This design comes from an exercise in tuning for small area, a short achievable clock period and few clock cycles on the open sky130 flow, not from production work.
The RTL was checked by simulation tests, not by an equivalence proof against the original design.
No activity file was given, so power comes from the tool's default toggle rates.

`design/flow/config.mk`:
```
export PLATFORM = sky130hd
export DESIGN_NAME = bitmap_slot_allocator_core
export DESIGN_NICKNAME = bitmap_slot_allocator_core
export VERILOG_FILES = /design/flow/design.v
export SDC_FILE = /design/flow/constraint.sdc
export NUM_CORES = 4
export LEC_CHECK = 0
export CAP_MARGIN = 20
export CORE_MARGIN = 2
export CORE_UTILIZATION = 40
export SLEW_MARGIN = 20
```
`design/flow/constraint.sdc`:
```
create_clock -name core_clock -period 7.0 [get_ports {clk}]
set_input_delay 1.4000 -clock core_clock [delete_from_list [all_inputs] [get_ports {clk}]]
set_output_delay 1.4000 -clock core_clock [all_outputs]
set_load 0.01 [all_outputs]
```
`design/flow/design.v`:
```
`timescale 1ns / 1ps
`default_nettype none
package bsa_pkg;
    localparam int SLOTS_DEFAULT = 512;
    localparam int BASE_W       = 48;
    localparam int SIZE_W       = 16;
    localparam int ADDR_W       = 49;
    localparam int OFFSET_W     = 49;
    localparam int STATUS_W     = 3;
    localparam int SLOT_FIELD_W = 9;
    localparam int FREE_FIELD_W = 10;
    localparam int IN_TDATA_W   = 72;
    localparam int IN_SIZE_LSB  = 0;
    localparam int IN_ADDR_LSB  = IN_SIZE_LSB + SIZE_W;
    localparam int IN_USED_W    = IN_ADDR_LSB + ADDR_W;
    localparam int OUT_TDATA_W    = 72;
    localparam int OUT_STATUS_LSB = 0;
    localparam int OUT_GRANT_LSB  = OUT_STATUS_LSB + STATUS_W;
    localparam int OUT_SLOT_LSB   = OUT_GRANT_LSB + ADDR_W;
    localparam int OUT_FREE_LSB   = OUT_SLOT_LSB + SLOT_FIELD_W;
    localparam int OUT_USED_W     = OUT_FREE_LSB + FREE_FIELD_W;
    localparam int CFG_INDEX_W = 1;
    localparam int CFG_DATA_W  = 48;
    localparam logic [CFG_INDEX_W-1:0] CFG_BASE_ADDRESS = 1'd0;
    localparam logic [CFG_INDEX_W-1:0] CFG_SLOT_BYTES   = 1'd1;
    localparam logic [SIZE_W-1:0]      SLOT_BYTES_RESET = 16'd64;
    localparam logic OP_ALLOC = 1'b0;
    localparam logic OP_FREE  = 1'b1;
    localparam logic [STATUS_W-1:0] ST_OK       = 3'd0;
    localparam logic [STATUS_W-1:0] ST_FULL     = 3'd1;
    localparam logic [STATUS_W-1:0] ST_MISMATCH = 3'd2;
    localparam logic [STATUS_W-1:0] ST_INVALID  = 3'd3;
    localparam logic [STATUS_W-1:0] ST_DOUBLE   = 3'd4;
    localparam int QUEUE_DEPTH = 2;
    typedef enum logic [1:0] {
        CMD_ALLOC,
        CMD_FREE,
        CMD_MISMATCH,
        CMD_INVALID
    } cmd_kind_t;
    typedef struct packed {
        cmd_kind_t             kind;
        logic [OFFSET_W-1:0]   offset;
    } cmd_t;
    localparam int CMD_W = 2 + OFFSET_W;
    typedef struct packed {
        logic full;
        logic empty;
    } queue_status_t;
    localparam logic [31:0] MASK_ODD  = 32'h55555555;
    localparam logic [31:0] MASK_PAIR = 32'h33333333;
    localparam logic [31:0] MASK_NIB  = 32'h0F0F0F0F;
    localparam logic [31:0] MASK_BYTE = 32'h00FF00FF;
    localparam logic [31:0] MASK_HALF = 32'h0000FFFF;
    function automatic logic [4:0] lowest_set_bit(input logic [31:0] map_word);
        logic [31:0] iso;
        logic [4:0]  idx;
        iso    = map_word & (~map_word + 32'd1);
        idx[0] = |(iso & ~MASK_ODD);
        idx[1] = |(iso & ~MASK_PAIR);
        idx[2] = |(iso & ~MASK_NIB);
        idx[3] = |(iso & ~MASK_BYTE);
        idx[4] = |(iso & ~MASK_HALF);
        lowest_set_bit = idx;
    endfunction
endpackage
`default_nettype wire
`timescale 1ns / 1ps
`default_nettype none
module bsa_front
(
    input  wire logic                          s_tvalid,
    output logic                               s_tready,
    input  wire logic                          operation,
    input  wire logic [bsa_pkg::SIZE_W-1:0]    request_size,
    input  wire logic [bsa_pkg::ADDR_W-1:0]    release_address,
    input  wire logic [bsa_pkg::BASE_W-1:0]    base_address,
    input  wire logic [bsa_pkg::SIZE_W-1:0]    slot_bytes,
    input  wire bsa_pkg::queue_status_t        queue_status,
    output logic                               push,
    output bsa_pkg::cmd_t                      cmd
);
    logic [bsa_pkg::OFFSET_W:0] offset;
    assign offset = {1'b0, release_address} - {2'b00, base_address};
    assign s_tready = !queue_status.full;
    assign push     = s_tvalid && s_tready;
    always_comb
    begin
        cmd.offset = offset[bsa_pkg::OFFSET_W-1:0];
        if (operation == bsa_pkg::OP_ALLOC)
        begin
            cmd.kind = (request_size == slot_bytes) ? bsa_pkg::CMD_ALLOC
                                                    : bsa_pkg::CMD_MISMATCH;
        end
        else
        begin
            cmd.kind = offset[bsa_pkg::OFFSET_W] ? bsa_pkg::CMD_INVALID
                                                 : bsa_pkg::CMD_FREE;
        end
    end
endmodule
`default_nettype wire
`timescale 1ns / 1ps
`default_nettype none
module bsa_queue
(
    input  wire logic                   clk,
    input  wire logic                   rst_n,
    input  wire logic                   push,
    input  wire bsa_pkg::cmd_t          cmd_in,
    input  wire logic                   pop,
    output bsa_pkg::cmd_t               cmd_out,
    output bsa_pkg::queue_status_t      queue_status
);
    localparam int DEPTH = bsa_pkg::QUEUE_DEPTH;
    localparam int PTR_W = (DEPTH > 1) ? $clog2(DEPTH) : 1;
    localparam int CNT_W = $clog2(DEPTH + 1);
    localparam logic [PTR_W-1:0] LAST_PTR = PTR_W'(DEPTH - 1);
    localparam logic [CNT_W-1:0] FULL_CNT = CNT_W'(DEPTH);
    logic [bsa_pkg::CMD_W-1:0] entries [DEPTH];
    logic [PTR_W-1:0]   wr_ptr_reg;
    logic [PTR_W-1:0]   rd_ptr_reg;
    logic [CNT_W-1:0]   count_reg;
    assign queue_status.full  = (count_reg == FULL_CNT);
    assign queue_status.empty = (count_reg == '0);
    assign cmd_out            = entries[rd_ptr_reg];
    always_ff @(posedge clk)
    begin
        if (push)
        begin
            entries[wr_ptr_reg] <= cmd_in;
        end
    end
    always_ff @(posedge clk or negedge rst_n)
    begin
        if (!rst_n)
        begin
            wr_ptr_reg <= '0;
            rd_ptr_reg <= '0;
            count_reg  <= '0;
        end
        else
        begin
            if (push)
            begin
                wr_ptr_reg <= (wr_ptr_reg == LAST_PTR) ? '0 : wr_ptr_reg + 1'b1;
            end
            if (pop)
            begin
                rd_ptr_reg <= (rd_ptr_reg == LAST_PTR) ? '0 : rd_ptr_reg + 1'b1;
            end
            if (push && !pop)
            begin
                count_reg <= count_reg + 1'b1;
            end
            else if (pop && !push)
            begin
                count_reg <= count_reg - 1'b1;
            end
        end
    end
endmodule
`default_nettype wire
`timescale 1ns / 1ps
`default_nettype none
module bsa_back
#(
    parameter int SLOTS = bsa_pkg::SLOTS_DEFAULT
)
(
    input  wire logic                                clk,
    input  wire logic                                rst_n,
    input  wire logic [bsa_pkg::BASE_W-1:0]          base_address,
    input  wire logic [bsa_pkg::SIZE_W-1:0]          slot_bytes,
    input  wire bsa_pkg::queue_status_t              queue_status,
    input  wire bsa_pkg::cmd_t                       cmd,
    output logic                                     pop,
    output logic                                     out_valid,
    input  wire logic                                out_ready,
    output logic [bsa_pkg::STATUS_W-1:0]             status,
    output logic [bsa_pkg::ADDR_W-1:0]               granted_address,
    output logic [bsa_pkg::SLOT_FIELD_W-1:0]         slot_index,
    output logic [bsa_pkg::FREE_FIELD_W-1:0]         free_slots
);
    localparam int MAP_WORDS = (SLOTS + 31) / 32;
    localparam int WORD_W    = (MAP_WORDS > 1) ? $clog2(MAP_WORDS) : 1;
    localparam int SLOT_W    = $clog2(SLOTS);
    localparam int CNT_W     = $clog2(SLOTS + 1);
    localparam int DIV_W     = bsa_pkg::SIZE_W + SLOT_W;
    localparam int STEP_W    = $clog2(SLOT_W);
    localparam int TAIL_BITS = SLOTS % 32;
    localparam logic [31:0] LAST_MASK =
        (TAIL_BITS == 0) ? 32'hFFFFFFFF : ((32'd1 << TAIL_BITS) - 32'd1);
    localparam logic [WORD_W-1:0] LAST_WORD = WORD_W'(MAP_WORDS - 1);
    localparam logic [CNT_W-1:0]  CNT_RESET = CNT_W'(SLOTS);
    localparam logic [STEP_W-1:0] LAST_STEP = STEP_W'(SLOT_W - 1);
    localparam logic [DIV_W-1:0]  SLOTS_EXT = DIV_W'(SLOTS);
    typedef enum logic [3:0] {
        S_IDLE,
        S_FCHECK,
        S_DIV,
        S_FREAD,
        S_FUPD,
        S_SCAN,
        S_AMUL,
        S_AADD,
        S_RESP
    } state_t;
    state_t                          state_reg;
    logic [bsa_pkg::OFFSET_W-1:0]    offset_reg;
    logic [DIV_W-1:0]                span_reg;
    logic [DIV_W-1:0]                rem_reg;
    logic [DIV_W-1:0]                div_reg;
    logic [SLOT_W-1:0]               quo_reg;
    logic [STEP_W-1:0]               step_reg;
    logic [WORD_W-1:0]               iss_reg;
    logic                            iss_done_reg;
    logic                            rdv_reg;
    logic [SLOT_W-1:0]               slot_reg;
    logic [DIV_W-1:0]                prod_reg;
    logic [bsa_pkg::STATUS_W-1:0]    res_status_reg;
    logic [bsa_pkg::ADDR_W-1:0]      res_granted_reg;
    logic [CNT_W-1:0]                free_total_reg;
    logic [MAP_WORDS-1:0]            word_valid_reg;
    logic                            out_valid_reg;
    logic [bsa_pkg::STATUS_W-1:0]    out_status_reg;
    logic [bsa_pkg::ADDR_W-1:0]      out_granted_reg;
    logic [bsa_pkg::SLOT_FIELD_W-1:0] out_slot_reg;
    logic [bsa_pkg::FREE_FIELD_W-1:0] out_free_reg;
    logic [31:0]        map_mem [MAP_WORDS];
    logic [31:0]        rd_data_reg;
    logic               rd_vld_reg;
    logic [WORD_W-1:0]  rd_tag_reg;
    logic [31:0]        map_word;
    logic [4:0]         bit_sel;
    logic [4:0]         found_bit;
    logic [WORD_W-1:0]  quo_word;
    logic               mem_re;
    logic [WORD_W-1:0]  mem_raddr;
    logic               mem_we;
    logic [31:0]        mem_wdata;
    logic               rem_ge;
    logic               out_free;
    logic               load_out;
    assign map_word  = rd_vld_reg ? rd_data_reg
                                  : ((rd_tag_reg == LAST_WORD) ? LAST_MASK : 32'hFFFFFFFF);
    assign bit_sel   = quo_reg[4:0];
    assign found_bit = bsa_pkg::lowest_set_bit(map_word);
    assign quo_word  = WORD_W'(quo_reg >> 5);
    assign rem_ge    = (rem_reg >= div_reg);
    assign out_free  = !out_valid_reg || out_ready;
    assign load_out  = (state_reg == S_RESP) && out_free;
    assign pop       = (state_reg == S_IDLE) && !queue_status.empty;
    assign mem_re    = ((state_reg == S_SCAN) && !iss_done_reg) || (state_reg == S_FREAD);
    assign mem_raddr = (state_reg == S_FREAD) ? quo_word : iss_reg;
    always_comb
    begin
        mem_we    = 1'b0;
        mem_wdata = map_word;
        if ((state_reg == S_SCAN) && rdv_reg && (map_word != '0))
        begin
            mem_we    = 1'b1;
            mem_wdata = map_word & ~(32'd1 << found_bit);
        end
        else if ((state_reg == S_FUPD) && !map_word[bit_sel])
        begin
            mem_we    = 1'b1;
            mem_wdata = map_word | (32'd1 << bit_sel);
        end
    end
    always_ff @(posedge clk)
    begin
        if (mem_we)
        begin
            map_mem[rd_tag_reg] <= mem_wdata;
        end
        if (mem_re)
        begin
            rd_data_reg <= map_mem[mem_raddr];
            rd_vld_reg  <= word_valid_reg[mem_raddr];
            rd_tag_reg  <= mem_raddr;
        end
    end
    always_ff @(posedge clk or negedge rst_n)
    begin
        if (!rst_n)
        begin
            state_reg       <= S_IDLE;
            offset_reg      <= '0;
            span_reg        <= '0;
            rem_reg         <= '0;
            div_reg         <= '0;
            quo_reg         <= '0;
            step_reg        <= '0;
            iss_reg         <= '0;
            iss_done_reg    <= 1'b0;
            rdv_reg         <= 1'b0;
            slot_reg        <= '0;
            prod_reg        <= '0;
            res_status_reg  <= bsa_pkg::ST_OK;
            res_granted_reg <= '0;
            free_total_reg  <= CNT_RESET;
            word_valid_reg  <= '0;
            out_valid_reg   <= 1'b0;
            out_status_reg  <= bsa_pkg::ST_OK;
            out_granted_reg <= '0;
            out_slot_reg    <= '0;
            out_free_reg    <= '0;
        end
        else
        begin
            span_reg <= DIV_W'(slot_bytes) * SLOTS_EXT;
            if (mem_we)
            begin
                word_valid_reg[rd_tag_reg] <= 1'b1;
            end
            if (load_out)
            begin
                out_valid_reg <= 1'b1;
            end
            else if (out_valid_reg && out_ready)
            begin
                out_valid_reg <= 1'b0;
            end
            unique case (state_reg)
                S_IDLE:
                begin
                    if (pop)
                    begin
                        offset_reg      <= cmd.offset;
                        iss_reg         <= '0;
                        iss_done_reg    <= 1'b0;
                        rdv_reg         <= 1'b0;
                        quo_reg         <= '0;
                        slot_reg        <= '0;
                        res_granted_reg <= '0;
                        unique case (cmd.kind)
                            bsa_pkg::CMD_ALLOC:    state_reg <= S_SCAN;
                            bsa_pkg::CMD_FREE:     state_reg <= S_FCHECK;
                            bsa_pkg::CMD_MISMATCH:
                            begin
                                res_status_reg <= bsa_pkg::ST_MISMATCH;
                                state_reg      <= S_RESP;
                            end
                            bsa_pkg::CMD_INVALID:
                            begin
                                res_status_reg <= bsa_pkg::ST_INVALID;
                                state_reg      <= S_RESP;
                            end
                        endcase
                    end
                end
                S_FCHECK:
                begin
                    if (offset_reg < bsa_pkg::OFFSET_W'(span_reg))
                    begin
                        rem_reg   <= DIV_W'(offset_reg);
                        div_reg   <= DIV_W'(slot_bytes) << (SLOT_W - 1);
                        step_reg  <= LAST_STEP;
                        state_reg <= S_DIV;
                    end
                    else
                    begin
                        res_status_reg <= bsa_pkg::ST_INVALID;
                        state_reg      <= S_RESP;
                    end
                end
                S_DIV:
                begin
                    if (rem_ge)
                    begin
                        rem_reg <= rem_reg - div_reg;
                    end
                    quo_reg <= {quo_reg[SLOT_W-2:0], rem_ge};
                    div_reg <= div_reg >> 1;
                    if (step_reg == '0)
                    begin
                        state_reg <= S_FREAD;
                    end
                    else
                    begin
                        step_reg <= step_reg - 1'b1;
                    end
                end
                S_FREAD:
                begin
                    state_reg <= S_FUPD;
                end
                S_FUPD:
                begin
                    if (map_word[bit_sel])
                    begin
                        res_status_reg <= bsa_pkg::ST_DOUBLE;
                    end
                    else
                    begin
                        res_status_reg <= bsa_pkg::ST_OK;
                        slot_reg       <= quo_reg;
                        free_total_reg <= free_total_reg + 1'b1;
                    end
                    state_reg <= S_RESP;
                end
                S_SCAN:
                begin
                    if (!iss_done_reg)
                    begin
                        rdv_reg <= 1'b1;
                        if (iss_reg == LAST_WORD)
                        begin
                            iss_done_reg <= 1'b1;
                        end
                        else
                        begin
                            iss_reg <= iss_reg + 1'b1;
                        end
                    end
                    else
                    begin
                        rdv_reg <= 1'b0;
                    end
                    if (rdv_reg)
                    begin
                        if (map_word != '0)
                        begin
                            slot_reg       <= SLOT_W'({rd_tag_reg, found_bit});
                            free_total_reg <= free_total_reg - 1'b1;
                            res_status_reg <= bsa_pkg::ST_OK;
                            state_reg      <= S_AMUL;
                        end
                        else if (rd_tag_reg == LAST_WORD)
                        begin
                            res_status_reg <= bsa_pkg::ST_FULL;
                            state_reg      <= S_RESP;
                        end
                    end
                end
                S_AMUL:
                begin
                    prod_reg  <= DIV_W'(slot_reg) * DIV_W'(slot_bytes);
                    state_reg <= S_AADD;
                end
                S_AADD:
                begin
                    res_granted_reg <= {1'b0, base_address} + bsa_pkg::ADDR_W'(prod_reg);
                    state_reg       <= S_RESP;
                end
                S_RESP:
                begin
                    if (out_free)
                    begin
                        out_status_reg  <= res_status_reg;
                        out_granted_reg <= res_granted_reg;
                        out_slot_reg    <= bsa_pkg::SLOT_FIELD_W'(slot_reg);
                        out_free_reg    <= bsa_pkg::FREE_FIELD_W'(free_total_reg);
                        state_reg       <= S_IDLE;
                    end
                end
                default:
                begin
                    state_reg <= S_IDLE;
                end
            endcase
        end
    end
    assign out_valid       = out_valid_reg;
    assign status          = out_status_reg;
    assign granted_address = out_granted_reg;
    assign slot_index      = out_slot_reg;
    assign free_slots      = out_free_reg;
endmodule
`default_nettype wire
`timescale 1ns / 1ps
`default_nettype none
module bitmap_slot_allocator_core
#(
    parameter int SLOTS = bsa_pkg::SLOTS_DEFAULT
)
(
    input  wire logic                                 clk,
    input  wire logic                                 rst_n,
    input  wire logic                                 s_tvalid,
    output logic                                      s_tready,
    input  wire logic [bsa_pkg::IN_TDATA_W-1:0]       s_tdata,
    input  wire logic                                 s_tuser,
    output logic                                      m_tvalid,
    input  wire logic                                 m_tready,
    output logic [bsa_pkg::OUT_TDATA_W-1:0]           m_tdata,
    input  wire logic                                 cfg_we,
    input  wire logic [bsa_pkg::CFG_INDEX_W-1:0]      cfg_index,
    input  wire logic [bsa_pkg::CFG_DATA_W-1:0]       cfg_data
);
    logic [bsa_pkg::BASE_W-1:0]        base_address_reg;
    logic [bsa_pkg::SIZE_W-1:0]        slot_bytes_reg;
    bsa_pkg::queue_status_t            queue_status;
    bsa_pkg::cmd_t                     front_cmd;
    bsa_pkg::cmd_t                     back_cmd;
    logic                              push;
    logic                              pop;
    logic [bsa_pkg::STATUS_W-1:0]      status;
    logic [bsa_pkg::ADDR_W-1:0]        granted_address;
    logic [bsa_pkg::SLOT_FIELD_W-1:0]  slot_index;
    logic [bsa_pkg::FREE_FIELD_W-1:0]  free_slots;
    always_ff @(posedge clk or negedge rst_n)
    begin
        if (!rst_n)
        begin
            base_address_reg <= '0;
            slot_bytes_reg   <= bsa_pkg::SLOT_BYTES_RESET;
        end
        else if (cfg_we)
        begin
            if (cfg_index == bsa_pkg::CFG_BASE_ADDRESS)
            begin
                base_address_reg <= cfg_data[bsa_pkg::BASE_W-1:0];
            end
            else if (cfg_index == bsa_pkg::CFG_SLOT_BYTES)
            begin
                slot_bytes_reg <= cfg_data[bsa_pkg::SIZE_W-1:0];
            end
        end
    end
    bsa_front u_front
    (
        .s_tvalid        (s_tvalid),
        .s_tready        (s_tready),
        .operation       (s_tuser),
        .request_size    (s_tdata[bsa_pkg::IN_ADDR_LSB-1:bsa_pkg::IN_SIZE_LSB]),
        .release_address (s_tdata[bsa_pkg::IN_USED_W-1:bsa_pkg::IN_ADDR_LSB]),
        .base_address    (base_address_reg),
        .slot_bytes      (slot_bytes_reg),
        .queue_status    (queue_status),
        .push            (push),
        .cmd             (front_cmd)
    );
    bsa_queue u_queue
    (
        .clk             (clk),
        .rst_n           (rst_n),
        .push            (push),
        .cmd_in          (front_cmd),
        .pop             (pop),
        .cmd_out         (back_cmd),
        .queue_status    (queue_status)
    );
    bsa_back
    #(
        .SLOTS           (SLOTS)
    )
    u_back
    (
        .clk             (clk),
        .rst_n           (rst_n),
        .base_address    (base_address_reg),
        .slot_bytes      (slot_bytes_reg),
        .queue_status    (queue_status),
        .cmd             (back_cmd),
        .pop             (pop),
        .out_valid       (m_tvalid),
        .out_ready       (m_tready),
        .status          (status),
        .granted_address (granted_address),
        .slot_index      (slot_index),
        .free_slots      (free_slots)
    );
    assign m_tdata = {
        {(bsa_pkg::OUT_TDATA_W - bsa_pkg::OUT_USED_W){1'b0}},
        free_slots,
        slot_index,
        granted_address,
        status
    };
endmodule
`default_nettype wire
```
`design/flow/run.sh`:
```
#!/bin/bash
# synth_recipe.tcl (not shown) runs the flow's synth.tcl, then flattens the netlist and writes it again
# the make line also repeats each setting of config.mk as NAME=value (left out here)
make -C /OpenROAD-flow-scripts/flow DESIGN_CONFIG=/design/flow/config.mk WORK_HOME=/design/flow/orfs CLKGATE_MAP_FILE= SYNTH_SCRIPT=/design/flow/synth_recipe.tcl finish
```
==> summary.txt <==
-- routing by layer --
| metal | GRT usage | routed length (microns) |
|---|---|---|
| met5 | 0 | 0 |
| met4 | 0.0671 | 4280 |
| met3 | 0.0332 | 8120 |
| met2 | 0.369 | 72900 |
| met1 | 0.301 | 66000 |
-- synth_stat cells, types with 9 or more instances --
master / number / area share
nand2_1: 883 / 0.063
edfxtp_1: 651 / 0.37
dfrtp_1: 387 / 0.18
o21ai_0: 284 / 0.027
inv_1: 271 / 0.019
clkbuf_1: 219 / 0.016
a21oi_1: 218 / 0.021
ha_1: 174 / 0.041
nor2_1: 148 / 0.011
nand3_1: 129 / 0.012
and3_1: 120 / 0.014
and2_1: 105 / 0.012
fa_1: 103 / 0.039
a31oi_1: 100 / 0.012
mux2_2: 95 / 0.020
xnor2_1: 86 / 0.014
a21o_1: 71 / 0.010
a311oi_1: 71 / 0.012
xor2_1: 69 / 0.011
mux2i_1: 61 / 0.012
nand2b_1: 56 / 0.0067
a211oi_1: 53 / 0.0076
nor3_1: 42 / 0.0040
nor2b_1: 25 / 0.0030
o22ai_1: 24 / 0.0029
buf_1: 23 / 0.0016
nand4_1: 20 / 0.0024
nor4_1: 19 / 0.0023
o21a_1: 19 / 0.0027
o211ai_1: 18 / 0.0026
o21bai_1: 17 / 0.0024
or3_1: 13 / 0.0015
a22oi_1: 12 / 0.0017
o2111ai_1: 11 / 0.0018
mux4_2: 10 / 0.0043
o31ai_1: 10 / 0.0014
a31o_2: 9 / 0.0015
nor3b_1: 9 / 0.0013
-- power groups by stage --
stage	Sequential, uW	Clock, uW	Combinational (uW)
floorplan	7540	0	7450
global placement	7910	0	9990
CTS	7810	6390	10100
global route	7880	6630	11400
detailed placement	7920	0	10100
finish	7820	6270	10100
-- kinds of logic after synthesis --
logic type / synth area share
simple gates: 0.143
flops: 0.557
compound gates: 0.117
buf+inv: 0.0383
fa+ha+maj: 0.0807
mux: 0.0377
xor+xnor: 0.0258
other cells: 0.0000714
-- stage by stage --
stage                     hold slack, ns   util  area (sq um)  cells
after floorplan                    0.404      -         52600   4770
after global placement             0.438  0.435         56500   6521
after detailed placement           0.445  0.435         56500   6523
after CTS                          0.460  0.465         60500   6735
after global routing               0.470  0.466         60600   6737
final                              0.457  0.466         60600   6738
-- worst max path at each step --
stage                        from                  end  slack, ns  cells after the start
5_1_grt        u_back.slot_reg[8]  u_back.prod_reg[24]       0.41                     18
3_5_place_dp   u_back.slot_reg[8]  u_back.prod_reg[24]       0.95                     18
6_report       u_back.slot_reg[2]  u_back.prod_reg[24]       0.88                     18
3_3_place_gp   u_back.slot_reg[8]  u_back.prod_reg[24]       0.94                     18
2_1_floorplan  u_back.slot_reg[2]  u_back.prod_reg[24]       1.44                     20
4_1_cts        u_back.slot_reg[8]  u_back.prod_reg[24]       0.93                     18
-- final cells by class --
cell class	instances	area share
clock inverters	68	0.0136
multi-input cells	3204	0.356
inverters	273	0.0171
well taps	1742	0.0360
repair buffers	266	0.0419
flip-flops and latches	1040	0.484
clock buffers	144	0.0516
diodes	1	0.0000413
-- worst max-delay path, stage by stage, from the launching register on --
cell,delay [ns]
dfrtp_1,0.83
nand2_1,0.19
fa_1,0.60
inv_1,0.06
fa_1,0.47
ha_1,0.29
inv_1,0.05
fa_1,0.53
inv_1,0.04
ha_1,0.34
nor2b_1,0.16
o21ai_1,0.22
o211ai_1,0.15
a41o_1,0.32
a2111oi_0,0.61
nor3_1,0.20
o41a_1,0.44
o21ai_0,0.14
or3b_1,0.35
==> impl_metrics.py <==
metrics = {
    "outcome": {
        "status": "timing/DRC/antenna clean",
    },
    "critical_path": {
        "arrival_ns": 6.75,
        "ff2ff_setup_slack_ns": 0.88,
        "worstReg2RegEnd": "u_back.prod_reg[24]",
        "worstRegToRegCells": 18,
        "r2r_start": "u_back.slot_reg[2]",
        "crit_fanout": 18,
        "cp-end-kind": "flip-flop",
        "crit_type": "reg2reg",
        "cp.required_ns": 7.63,
        "crit_path_start_kind": "flip-flop",
    },
    "floorplanning": {
        "die_y_microns": 366,
        "die_x_microns": 366,
        "rows": 132,
        "io-pin-count": 201,
        "core_area_sq_um": 130000,
        "start_util": 0.404,
        "dieArea_sq_um": 134000,
    },
    "finish": {
        "seq_area_sq_um": 29300,
        "layout_common_cells": "nand2_1, edfxtp_1, dfrtp_1",
        "final_common_cell": "nand2_1",
        "fill_cells": 11931,
        "regMostFlops": "u_back.map_mem",
        "drive_gt1_frac": 0.0909,
        "fin_nets": 5301,
        "syn_to_final_growth_pct": 15.2,
        "multi_input_area_sq_um": 21600,
        "reg_top3": "u_back.map_mem (512), u_queue.entries (102)",
        "largest_reg_flops": 512,
    },
    "clock_tree": {
        "htreeDepth": 3,
        "post_cts_buffers": 0,
        "cts_sinks": 1040,
        "cts.reportedPaths.clkPinSlew_ns": 0.06,
        "cts-resized-gates": 0,
        "cts_buffers": 112,
        "cts_hold_buf": 0,
        "cts_tree": "done",
        "clkLatencyLatePin_ns": 0.75,
        "cts-root-buf": "clkbuf_16",
        "clk_path_buf_depth": 3,
    },
    "pwr": {
        "switching_share": 0.385,
        "power_density_nw_per_um2": 399,
        "ir_worst_vdd_v": 0.000778,
        "p_sw_uw": 9300,
        "finalPower_uw": 24200,
        "p_clk_frac": 0.260,
        "pwr-share-seq": 0.324,
        "p_int_uw": 14900,
        "power.share.combinational": 0.417,
        "leakagePower_uw": 0.0244,
    },
    "detailed_routing": {
        "route.detailed.drc": 0,
        "wl_per_cell_microns": 22.4,
        "first_iter_violations": 3407,
        "via_count": 37060,
        "ant_nets": 0,
        "avgViaCountPerCell": 5.50,
        "wl_microns": 151000,
        "first_pass_iters": 5,
    },
    "place": {
        "place_congestion": 0.910,
        "pre_cts_slack_ns": 0.953,
        "port_buffers": 192,
        "place.detailed.hpwl_microns": 99200,
    },
    "timing": {
        "tightest_slew_ns": 1.16,
        "min_period_over_period": 0.874,
        "layout_min_cycle_time_ns": 6.12,
        "max_freq_mhz": 163,
        "slew_viol_final": 0,
        "grt_setup_unrepaired": "no",
        "finalSetupViolations": 0,
        "clock_skew_ns": 0.0722,
        "hold_viol": 0,
        "setup_tns_ns": 0,
        "relSlewSlack": 0.223,
        "worst_slack_ns": 0.883,
    },
    "global_route": {
        "grt_pass1_vias": 36496,
        "grt_max_degree": 144,
        "grt_usage": 0.222,
        "gr-total-overflow": 0,
        "antenna_found_initial": 4,
        "grt_first_pass_wirelength_microns": 229000,
    },
    "yosys": {
        "yosysSeqAreaShare": 0.557,
        "ys.flop_type": "edfxtp_1",
        "synth_area_sq_um": 52600,
        "async_flop_share": 0.374,
        "yosysWarnings": 4,
        "ys_types": 93,
        "syn_nets": 5174,
        "synth_edf_count": 651,
        "syn_area_per_cell_sq_um": 11.0,
        "synthCells": 4770,
        "ys_ff_latch": 1040,
    },
    "min_path": {
        "worstHoldStart": "u_back.word_valid_reg[3]",
        "hp-class": "reg2reg",
        "hold_path_depth": 1,
        "min_to": "u_back.word_valid_reg[3]",
    },
    "run": {
        "drv_cap": 0,
    },
}
Testbench counts, summed over its fixed seeds: cycles 146,544.

==> static timing again, ports no longer ideal <==
The results above use ideal ports. As a check the final layout listed here was re-extracted and re-timed, cells and wires unchanged.
Step 1: set_driving_cell puts a clkbuf_16 on clk and a buf_2 on each other input, an assumption about the parent block.
Step 2 moves the port delays by t, midway between the first and last clock arrival at a register: inputs arrive t later, outputs are due t later. That takes back most of the time a late clock gives input paths.
Three values: ideal, step 1, step 2; two values: the first two.
t (ns): 0.791
setup WS [ns]: 0.883 / 0.883 / 0.883
worst slew at a driven data input, ns: 0.08
After both steps this run still meets setup and hold. For this run, drivers alone change the setup slack by 0.000 ns; drivers and shift together by 0.000 ns.
